Background: an optimization exercise with open tools, aiming at small area, a short achievable clock period and few clock cycles. Do not read the settings as production practice. The RTL was checked by simulation tests, not by an equivalence proof against the original design. Power is estimated from default activity; no workload was simulated.

**design.v**
```verilog
`timescale 1ns/1ps
`default_nettype none
package isaPkg;
    typedef enum logic [1:0] {
        aluReg  = 2'b00,
        aluImm  = 2'b01,
        branch  = 2'b10,
        special = 2'b11
    } instrClass;
    typedef enum logic [3:0] {
        opAdd  = 4'd0,
        opSub  = 4'd1,
        opAnd  = 4'd2,
        opOr   = 4'd3,
        opXor  = 4'd4,
        opNot  = 4'd5,
        opShl  = 4'd6,
        opSra  = 4'd7,
        opSrl  = 4'd8,
        opPass = 4'd9
    } aluOp;
    typedef enum logic [1:0] {
        condAlways      = 2'b00,
        condNegative    = 2'b01,
        condNonNegative = 2'b10,
        condZero        = 2'b11
    } branchCond;
    typedef enum logic [3:0] {
        kindLoad  = 4'b1100,
        kindStore = 4'b1101,
        kindOut   = 4'b1111
    } specialKind;
    typedef struct packed {
        instrClass                      cls;
        aluOp                           op;
        logic [4-1:0] rs;
        logic [4-1:0] rt;
        logic [4-1:0] rd;
        logic [14-1:0]      imm;
    } aluFields;
    typedef struct packed {
        instrClass                      cls;
        logic [1:0]                     kind;
        logic [1:0]                     variant;
        logic [4-1:0] rs;
        logic [4-1:0] rt;
        logic [4-1:0] rd;
        logic [14-1:0]      imm;
    } ctlFields;
    typedef union packed {
        aluFields aluForm;
        ctlFields ctlForm;
    } instrWord;
endpackage
`default_nettype wire
`timescale 1ns/1ps
`default_nettype none
package ctrlPkg;
    typedef enum logic [2:0] {
        fetch     = 3'd0,
        decode    = 3'd1,
        execute   = 3'd2,
        memory    = 3'd3,
        writeback = 3'd4
    } cpuState;
    typedef enum logic {
        regA   = 1'b0,
        nextPc = 1'b1
    } operandA;
    typedef enum logic {
        regB      = 1'b0,
        immediate = 1'b1
    } operandB;
endpackage
`default_nettype wire
`timescale 1ns/1ps
`default_nettype none
module claAdder (
    input  logic [32-1:0] a,
    input  logic [32-1:0] b,
    input  logic                       carryIn,
    output logic [32-1:0] sum
);
    localparam int Groups = 32 / 4;
    logic [Groups-1:0] groupCarry;
    assign groupCarry[0] = carryIn;
    for (genvar g = 0; g < Groups; g++) begin : genGroup
        logic [3:0] p;
        logic [3:0] gen;
        logic [3:0] c;
        assign p = a[4*g +: 4] ^ b[4*g +: 4];
        assign gen = a[4*g +: 4] & b[4*g +: 4];
        assign c[0] = groupCarry[g];
        assign c[1] = gen[0] | (p[0] & c[0]);
        assign c[2] = gen[1] | (p[1] & gen[0]) | (p[1] & p[0] & c[0]);
        assign c[3] = gen[2] | (p[2] & gen[1]) | (p[2] & p[1] & gen[0])
                    | (p[2] & p[1] & p[0] & c[0]);
        assign sum[4*g +: 4] = p ^ c;
        if (g < Groups - 1) begin : genChain
            logic groupGen;
            logic groupProp;
            assign groupGen = gen[3] | (p[3] & gen[2]) | (p[3] & p[2] & gen[1])
                            | (p[3] & p[2] & p[1] & gen[0]);
            assign groupProp = &p;
            assign groupCarry[g+1] = groupGen | (groupProp & c[0]);
        end
    end
endmodule
`default_nettype wire
`timescale 1ns/1ps
`default_nettype none
module alu (
    input  isaPkg::aluOp               func,
    input  logic [32-1:0] opA,
    input  logic [32-1:0] opB,
    output logic [32-1:0] result
);
    logic                       isSub;
    logic [32-1:0] adderB;
    logic [32-1:0] adderSum;
    logic                       shiftOne;
    assign isSub = (func == isaPkg::opSub);
    assign adderB = isSub ? ~opB : opB;
    claAdder adder_i (
        .a      (opA),
        .b      (adderB),
        .carryIn(isSub),
        .sum    (adderSum)
    );
    assign shiftOne = opB[0];
    always_comb begin
        result = '0;
        case (func)
            isaPkg::opAdd,
            isaPkg::opSub:  result = adderSum;
            isaPkg::opAnd:  result = opA & opB;
            isaPkg::opOr:   result = opA | opB;
            isaPkg::opXor:  result = opA ^ opB;
            isaPkg::opNot:  result = ~opA;
            isaPkg::opShl:  result = shiftOne ? {opA[32-2:0], 1'b0} : opA;
            isaPkg::opSra: begin
                result = shiftOne ? {opA[32-1], opA[32-1:1]} : opA;
            end
            isaPkg::opSrl:  result = shiftOne ? {1'b0, opA[32-1:1]} : opA;
            isaPkg::opPass: result = opB;
            default:        result = '0;
        endcase
    end
endmodule
`default_nettype wire
`timescale 1ns/1ps
`default_nettype none
module regFile (
    input  logic                           clk,
    input  logic                           reset,
    input  logic [4-1:0] rsIdx,
    input  logic [4-1:0] rtIdx,
    input  logic [4-1:0] rdIdx,
    input  logic                           writeEn,
    input  logic [32-1:0]     writeData,
    output logic [32-1:0]     rsData,
    output logic [32-1:0]     rtData
);
    logic [32-1:0] regs [16];
    always_ff @(posedge clk) begin
        if (reset) begin
            for (int i = 0; i < 16; i++) begin
                regs[i] <= '0;
            end
        end else if (writeEn) begin
            regs[rdIdx] <= writeData;
        end
    end
    always_ff @(posedge clk) begin
        rsData <= regs[rsIdx];
        rtData <= regs[rtIdx];
    end
endmodule
`default_nettype wire
`timescale 1ns/1ps
`default_nettype none
module controlUnit (
    input  logic             clk,
    input  logic             reset,
    input  isaPkg::instrWord instr,
    input  logic             condMet,
    input  logic             wbAck,
    output logic             wbCyc,
    output logic             wbStb,
    output logic             wbWe,
    output logic             irLoad,
    output logic             abLoad,
    output logic             aluOutLoad,
    output logic             lmdLoad,
    output logic             regWrite,
    output logic             pcLoad,
    output logic             busUseAlu,
    output logic             outValid,
    output ctrlPkg::operandA selA,
    output ctrlPkg::operandB selB,
    output isaPkg::aluOp     aluFunc
);
    ctrlPkg::cpuState   state;
    logic [3:0]         kind;
    logic               isAluClass;
    logic               isBranch;
    logic               isSpecial;
    logic               isLoad;
    logic               isStore;
    logic               isOut;
    logic               busDone;
    assign kind = {instr.ctlForm.kind, instr.ctlForm.variant};
    assign isAluClass = (instr.aluForm.cls == isaPkg::aluReg)
                     || (instr.aluForm.cls == isaPkg::aluImm);
    assign isBranch = (instr.aluForm.cls == isaPkg::branch);
    assign isSpecial = (instr.aluForm.cls == isaPkg::special);
    assign isLoad = isSpecial && (kind == isaPkg::kindLoad);
    assign isStore = isSpecial && (kind == isaPkg::kindStore);
    assign isOut = isSpecial && (kind == isaPkg::kindOut);
    assign busDone = wbCyc && wbAck;
    assign wbStb = wbCyc;
    always_ff @(posedge clk) begin
        if (reset) begin
            state <= ctrlPkg::fetch;
            wbCyc <= 1'b0;
            wbWe <= 1'b0;
        end else begin
            case (state)
                ctrlPkg::fetch: begin
                    if (busDone) begin
                        wbCyc <= 1'b0;
                        state <= ctrlPkg::decode;
                    end else if (!wbCyc) begin
                        wbCyc <= 1'b1;
                    end
                end
                ctrlPkg::decode: begin
                    state <= ctrlPkg::execute;
                end
                ctrlPkg::execute: begin
                    if (isLoad || isStore) begin
                        wbCyc <= 1'b1;
                        wbWe <= isStore;
                        state <= ctrlPkg::memory;
                    end else begin
                        state <= ctrlPkg::writeback;
                    end
                end
                ctrlPkg::memory: begin
                    if (busDone) begin
                        wbCyc <= 1'b0;
                        wbWe <= 1'b0;
                        state <= ctrlPkg::writeback;
                    end
                end
                ctrlPkg::writeback: begin
                    wbCyc <= 1'b1;
                    state <= ctrlPkg::fetch;
                end
                default: begin
                    state <= ctrlPkg::fetch;
                end
            endcase
        end
    end
    assign irLoad = (state == ctrlPkg::fetch) && busDone;
    assign abLoad = (state == ctrlPkg::decode);
    assign aluOutLoad = (state == ctrlPkg::execute);
    assign lmdLoad = (state == ctrlPkg::memory) && busDone && isLoad;
    assign regWrite = (state == ctrlPkg::writeback) && (isAluClass || isLoad);
    assign pcLoad = (state == ctrlPkg::writeback);
    assign outValid = (state == ctrlPkg::writeback) && isOut;
    assign busUseAlu = (state == ctrlPkg::memory)
                    || ((state == ctrlPkg::writeback) && isBranch && condMet);
    always_comb begin
        selA = ctrlPkg::regA;
        selB = ctrlPkg::regB;
        aluFunc = isaPkg::opAdd;
        case (instr.aluForm.cls)
            isaPkg::aluReg: begin
                aluFunc = instr.aluForm.op;
            end
            isaPkg::aluImm: begin
                selB = ctrlPkg::immediate;
                aluFunc = instr.aluForm.op;
            end
            isaPkg::branch: begin
                selA = ctrlPkg::nextPc;
                selB = ctrlPkg::immediate;
            end
            default: begin
                if (isLoad || isStore) begin
                    selB = ctrlPkg::immediate;
                end
            end
        endcase
    end
endmodule
`default_nettype wire
`timescale 1ns/1ps
`default_nettype none
module datapath (
    input  logic                       clk,
    input  logic                       reset,
    input  logic                       irLoad,
    input  logic                       abLoad,
    input  logic                       aluOutLoad,
    input  logic                       lmdLoad,
    input  logic                       regWrite,
    input  logic                       pcLoad,
    input  logic                       busUseAlu,
    input  ctrlPkg::operandA           selA,
    input  ctrlPkg::operandB           selB,
    input  isaPkg::aluOp               aluFunc,
    input  logic [32-1:0] wbDatR,
    output isaPkg::instrWord           instr,
    output logic                       condMet,
    output logic [32-1:0] wbAdr,
    output logic [32-1:0] wbDatW,
    output logic [32-1:0] outData
);
    logic [32-1:0]     pc;
    logic [32-1:0]     npc;
    logic [32-1:0]     aReg;
    logic [32-1:0]     bReg;
    logic [32-1:0]     aluOut;
    logic [32-1:0]     lmd;
    logic                           useLmd;
    isaPkg::instrWord               fetched;
    logic [4-1:0] rsIdx;
    logic [4-1:0] rtIdx;
    logic [32-1:0]     rsData;
    logic [32-1:0]     rtData;
    logic [32-1:0]     immExt;
    logic [32-1:0]     aluA;
    logic [32-1:0]     aluB;
    logic [32-1:0]     aluResult;
    logic [32-1:0]     writeData;
    always_ff @(posedge clk) begin
        if (reset) begin
            pc <= 32'h0000_0000;
            useLmd <= 1'b0;
        end else begin
            if (pcLoad) begin
                pc <= busUseAlu ? aluOut : npc;
            end
            if (irLoad) begin
                useLmd <= 1'b0;
            end else if (lmdLoad) begin
                useLmd <= 1'b1;
            end
        end
    end
    always_ff @(posedge clk) begin
        if (irLoad) begin
            instr <= wbDatR;
            npc <= pc + 32'd4;
        end
        if (abLoad) begin
            aReg <= rsData;
            bReg <= rtData;
        end
        if (aluOutLoad) begin
            aluOut <= aluResult;
        end
        if (lmdLoad) begin
            lmd <= wbDatR;
        end
    end
    assign fetched = wbDatR;
    assign rsIdx = irLoad ? fetched.aluForm.rs : instr.aluForm.rs;
    assign rtIdx = irLoad ? fetched.aluForm.rt : instr.aluForm.rt;
    assign writeData = useLmd ? lmd : aluOut;
    regFile regFile_i (
        .clk      (clk),
        .reset    (reset),
        .rsIdx    (rsIdx),
        .rtIdx    (rtIdx),
        .rdIdx    (instr.aluForm.rd),
        .writeEn  (regWrite),
        .writeData(writeData),
        .rsData   (rsData),
        .rtData   (rtData)
    );
    assign immExt = {{(32 - 14){instr.aluForm.imm[14-1]}},
                     instr.aluForm.imm};
    assign aluA = (selA == ctrlPkg::nextPc) ? npc : aReg;
    assign aluB = (selB == ctrlPkg::immediate) ? immExt : bReg;
    alu alu_i (
        .func  (aluFunc),
        .opA   (aluA),
        .opB   (aluB),
        .result(aluResult)
    );
    always_comb begin
        case (instr.ctlForm.variant)
            isaPkg::condAlways:      condMet = 1'b1;
            isaPkg::condNegative:    condMet = aReg[32-1];
            isaPkg::condNonNegative: condMet = !aReg[32-1];
            default:                 condMet = (aReg == '0);
        endcase
    end
    assign wbAdr = busUseAlu ? aluOut : pc;
    assign wbDatW = bReg;
    assign outData = aluOut;
endmodule
`default_nettype wire
`timescale 1ns/1ps
`default_nettype none
module cpuTop (
    input  logic                       clk,
    input  logic                       reset,
    output logic [32-1:0] wbAdr,
    output logic [32-1:0] wbDatW,
    output logic                       wbWe,
    output logic                       wbCyc,
    output logic                       wbStb,
    input  logic [32-1:0] wbDatR,
    input  logic                       wbAck,
    output logic                       outValid,
    output logic [32-1:0] outData
);
    isaPkg::instrWord instr;
    logic             condMet;
    logic             irLoad;
    logic             abLoad;
    logic             aluOutLoad;
    logic             lmdLoad;
    logic             regWrite;
    logic             pcLoad;
    logic             busUseAlu;
    ctrlPkg::operandA selA;
    ctrlPkg::operandB selB;
    isaPkg::aluOp     aluFunc;
    controlUnit controlUnit_i (
        .clk       (clk),
        .reset     (reset),
        .instr     (instr),
        .condMet   (condMet),
        .wbAck     (wbAck),
        .wbCyc     (wbCyc),
        .wbStb     (wbStb),
        .wbWe      (wbWe),
        .irLoad    (irLoad),
        .abLoad    (abLoad),
        .aluOutLoad(aluOutLoad),
        .lmdLoad   (lmdLoad),
        .regWrite  (regWrite),
        .pcLoad    (pcLoad),
        .busUseAlu (busUseAlu),
        .outValid  (outValid),
        .selA      (selA),
        .selB      (selB),
        .aluFunc   (aluFunc)
    );
    datapath datapath_i (
        .clk       (clk),
        .reset     (reset),
        .irLoad    (irLoad),
        .abLoad    (abLoad),
        .aluOutLoad(aluOutLoad),
        .lmdLoad   (lmdLoad),
        .regWrite  (regWrite),
        .pcLoad    (pcLoad),
        .busUseAlu (busUseAlu),
        .selA      (selA),
        .selB      (selB),
        .aluFunc   (aluFunc),
        .wbDatR    (wbDatR),
        .instr     (instr),
        .condMet   (condMet),
        .wbAdr     (wbAdr),
        .wbDatW    (wbDatW),
        .outData   (outData)
    );
endmodule
`default_nettype wire
```
**run.sh**
```bash
#!/bin/bash
# synth_recipe.tcl (not shown) runs the flow's synth.tcl, then flattens the netlist and writes it again
# the make line also repeats each setting of config.mk as NAME=value (left out here)
make -C /OpenROAD-flow-scripts/flow DESIGN_CONFIG=/design/flow/config.mk WORK_HOME=/design/flow/orfs CLKGATE_MAP_FILE= SYNTH_SCRIPT=/design/flow/synth_recipe.tcl finish
```
**config.mk**
```make
export PLATFORM = sky130hd
export DESIGN_NAME = cpuTop
export DESIGN_NICKNAME = cpuTop
export VERILOG_FILES = /design/flow/design.v
export SDC_FILE = /design/flow/constraint.sdc
export NUM_CORES = 4
export LEC_CHECK = 0
export CAP_MARGIN = 20
export CORE_MARGIN = 2
export CORE_UTILIZATION = 40
export PLACE_DENSITY = 0.6
export SLEW_MARGIN = 20
```
**constraint.sdc**
```tcl
create_clock -name core_clock -period 5.5 [get_ports {clk}]
set_input_delay 1.1000 -clock core_clock [delete_from_list [all_inputs] [get_ports {clk}]]
set_output_delay 1.1000 -clock core_clock [all_outputs]
set_load 0.01 [all_outputs]
```
==> results_dict.tcl <==
set metrics [dict create \
    crit_path_top_delay_cell "o41ai_1" \
    worst_setup_hold_path_clk_slew_ps 70 \
    final.setup.tns_ps 0 \
    critPathBufInv 2 \
    ir_worst_vdd_v 0.000281 \
    post_route_cells_drive_above_1_share 0.0972 \
    route.vias.total 35700 \
    tritoncts.num_buffers 84 \
    nNetsFinal 4601 \
    postPlaceCellArea_um2 46100 \
    number_of_nets_produced_by_synthesis 4552 \
    nFillCells 9579 \
    clock_sink_count 806 \
    hpwl_after_dpl_um 94400 \
    detail_route.iter0.violations 4415 \
    clock_insertion_delay_worst_skew_ps 660 \
    inst_count_dp 5759 \
    status "no timing/DRC/antenna violations" \
    crit_path_start_kind "flop" \
    skew_ps 31.2 \
    detail_route.wl_per_cell_um 26.3 \
    drtPass1Iterations 8 \
    initial_core_util 0.403 \
    crit_chain "nor4_1 > nand4_1 > o41ai_1 > a32oi_4 > buf_4 > mux2_2 > clkdlybuf4s50_1" \
    core.rowCount 119 \
    globalplace.congestion 0.916 \
    cp_max_stage_delay_ps 700 \
    synth_area_um2 42500 \
    cellPowerDensity_nw_per_um2 325 \
    first_global_vias 33700 \
    timing_hold_violations_final 0 \
    min-delay-path-class "reg2reg" \
    yosysTopAreaCellShare 0.498 \
    timing.critical_path.fanout_max 46 \
    path_delay_family "buffers and inverters" \
    core-area_um2 105000 \
    grt_pass1_wl_um 228000 \
    die_height_um 330 \
    cts_max_level 3 \
    final.min_clock_period_ps 5230 \
    worst_pin_slew_ps 1160 \
    synth.area.top_cells "edfxtp_1 50%, nand2_1 9.6%, nor2_1 5.2%" \
    netlist_instances 4408 \
    finalSetupViolations 0 \
    gr-total-overflow 0 \
    grt_max_degree 114 \
    worstSetupPathType "reg2out" \
    antenna_cells 0 \
    cts_tree "yes" \
    syn_avg_cell_area_um2 9.63 \
    post_layout_nonfiller_instances 5920 \
    post-synth-top-area-cell "edfxtp_1" \
    cell_variety_after_synth 68 \
    areaGrowthSynthToFinish_pct 16.0 \
    rsz_0062_raised_after_global_routing "no" \
    antenna_left 0 \
    maxCapViolations 0 \
    yosysWarningCount 4 \
    post_drt_via_cell_ratio 6.03 \
    timing.final.max_slew_violations 0 \
    ioPinCount 135 \
    port_buffers 134 \
    grt_antenna_before_repair 3 \
    cts_buffer_depth 3 \
    final_cycle_utilization_of_the_critical_path 0.950 \
    ys_seq_elements 806 \
    final_design_area_no_fill_um2 49200 \
    dominantRegCellSynth "edfxtp_1" \
    die_width_um 330 \
    p_total_mw 16.0 \
    max-slew-margin-rel 0.224 \
    max_freq_ghz 0.191 \
    yosysSeqAreaShare 0.546 \
    die-area_um2 109000 \
    critical_path_required_ps 4400 \
    totalWireLength_um 156000 \
    category_of_the_worst_setup_path_capture_point "output pin" \
    cts_root_buffer "clkbuf_16" \
    postSynth.asyncResetShare 0 \
    final_standard_cell_utilization_of_the_core 0.468 \
    holdBufCountCts 0 \
    count_of_flip_flops_with_a_built_in_enable_after_synthesis 704 \
    p_leak_nw 18.3 \
    gr-usage-all-layers 0.282 \
    crit_arrival_ps 4130 \
    detail_route.drc_violations 0 \
]
per-layer routing:
layer | track usage | up-vias | part of all wire
met5 | 0 | - | 0.00017
met1 | 0.381 | 17400 | 0.40
met3 | 0.0514 | 413 | 0.10
li1 | - | 15800 | -
met4 | 0.126 | 4 | 0.045
met2 | 0.441 | 2134 | 0.45
registers in the layout (all words and copies together), names as in the netlist:
name                         count
datapath_i.bReg                 32
datapath_i.aReg                 32
datapath_i.useLmd                1
datapath_i.regFile_i.rsData     32
datapath_i.lmd                  32
datapath_i.aluOut               32
datapath_i.regFile_i.rtData     32
datapath_i.pc                   32
datapath_i.instr                32
datapath_i.regFile_i.regs      512
datapath_i.npc                  32
controlUnit_i.wbWe               1
controlUnit_i.wbCyc              1
controlUnit_i.state              3
stage by stage:
stage / setup slack, ps / hold slack [ps]
after detailed placement: -117 / 389
after floorplan: 231 / 386
after CTS: 113 / 401
after global placement: 26.2 / 387
after global routing: 45.1 / 405
final: 273 / 399
layout make-up:
type / instances / area (µm²) / area share
Clock inverter: 43 / 644 / 0.0131
Multi-Input combinational cell: 3153 / 17900 / 0.363
Tap cell: 1391 / 1740 / 0.0353
Inverter: 82 / 308 / 0.00625
Timing Repair Buffer: 330 / 3150 / 0.0639
Clock buffer: 115 / 2370 / 0.0482
Sequential cell: 806 / 23200 / 0.471
layout by cell type (no fill, tap or decap), drive strengths merged, types with 7 or more instances in the layout:
master / netlist / final
a31oi: 66 / 66
nand4: 10 / 10
clkinv: 0 / 24
mux2i: 120 / 120
ha: 102 / 102
mux2: 41 / 41
xnor2: 32 / 32
nand3: 277 / 277
nor4: 9 / 9
a211o: 8 / 8
and3: 136 / 136
o22ai: 29 / 29
nand2b: 23 / 23
nor3: 13 / 13
inv: 82 / 85
a21oi: 118 / 118
o221ai: 30 / 30
a221oi: 16 / 16
a222oi: 9 / 9
or3: 8 / 8
bufinv: 0 / 16
a311oi: 193 / 193
nor2b: 8 / 8
edfxtp: 704 / 704
xor2: 45 / 45
fa: 7 / 7
o211ai: 21 / 21
a211oi: 38 / 38
nand2: 1081 / 1081
dfxtp: 102 / 102
buf: 102 / 197
nor2: 583 / 583
clkdlybuf4s50: 0 / 133
clkbuf: 265 / 115
a22oi: 8 / 8
o21ai: 56 / 56
worst register-to-register path, cell delays in order (launching register included):
cell and delay, ps:
edfxtp_1 470, ha_1 240, and4b_1 260, mux2i_4 270, buf_12 240, a21oi_1 140, xor2_1 160, ha_1 390
a21o_1 200, a31oi_1 190, o211ai_1 230, a221o_1 440, a211oi_4 350, o21ai_2 170, fa_1 460, xnor2_1 140
o221ai_1 140, a221oi_1 250, o2111ai_1 140
synthesized netlist by cell type, types with 6 or more instances:
cell type	number
a31oi_1	66
and3_1	136
fa_1	7
xor2_1	45
clkbuf_1	265
nor2b_1	8
a211o_1	8
a221oi_1	16
a222oi_1	9
xnor2_1	32
edfxtp_1	704
mux2_2	41
nand4_1	10
a311oi_1	193
ha_1	102
nor3_1	13
buf_1	24
mux2i_1	119
nand2_1	1081
o221ai_1	30
a21oi_1	117
o21ai_0	52
a211oi_1	36
nand2b_1	23
buf_2	77
o22ai_1	29
dfxtp_1	102
or3_1	8
nor3b_1	6
nor2_1	583
nor4_1	7
a22oi_1	8
inv_1	82
nand3b_1	6
nand3_1	277
o211ai_1	19
power breakdown:
part           leakage [nW]  internal, mW  switching (mW)
Sequential             7.90          6.98           0.201
Clock                  1.48          3.78            2.48
Combinational          8.91         0.874            1.68
Total                  18.3          11.6            4.35
kinds of logic after synthesis:
family,synth area share
buf+inv,0.0420
simple gates,0.216
flops,0.546
compound gates,0.107
mux,0.0393
fa+ha+maj,0.0334
xor+xnor,0.0159
path summary, 6_finish.rpt:
check,startpoint,endpoint,slack (ps),cells past startpoint
setup / recovery,datapath_i.aReg[31],wbAdr[10],270,7
hold / removal,datapath_i.regFile_i.rsData[3],datapath_i.aReg[3],400,0
setup reg to reg,datapath_i.instr[31],datapath_i.aluOut[29],340,18
hold reg to reg,datapath_i.regFile_i.rsData[3],datapath_i.aReg[3],400,0
timing repair:
item | CTS | global route
gates resized for setup | 2 | 15
endpoints found under the setup margin | 1 | 6
buffers inserted | 0 | 3
pin swaps | 0 | 1
Testbench counts, summed over its fixed seeds: cycles 29,183.

[static timing again, ports no longer ideal]
How much do the figures lean on ideal ports? The routed layout below was timed once more, with nothing changed but the port constraints.
Step 1 sets driving cells, clkbuf_16 on the clock port and buf_2 on the other inputs (assumed; they add their load-dependent delay and slew).
Step 2 adds t to the input delays and takes it off the output delays; t is the mean of the earliest and latest rising clock arrival at the registers after step 1. Input paths then give back, and output paths get back, about the clock's delay inside the block.
Three values: ideal, step 1, step 2; two values: the first two.
t, ns: 0.723
setup WS [ns]: 0.273 / 0.192 / 0.338
worst setup path after step 2: register to register
clock arrival spread, ns: 0.036 / 0.036
cell pins on the clock port's net: 1
After both steps setup and hold are still met in this run. The setup slack of this run moves by -0.081 ns with the drivers and by +0.065 ns with both steps.
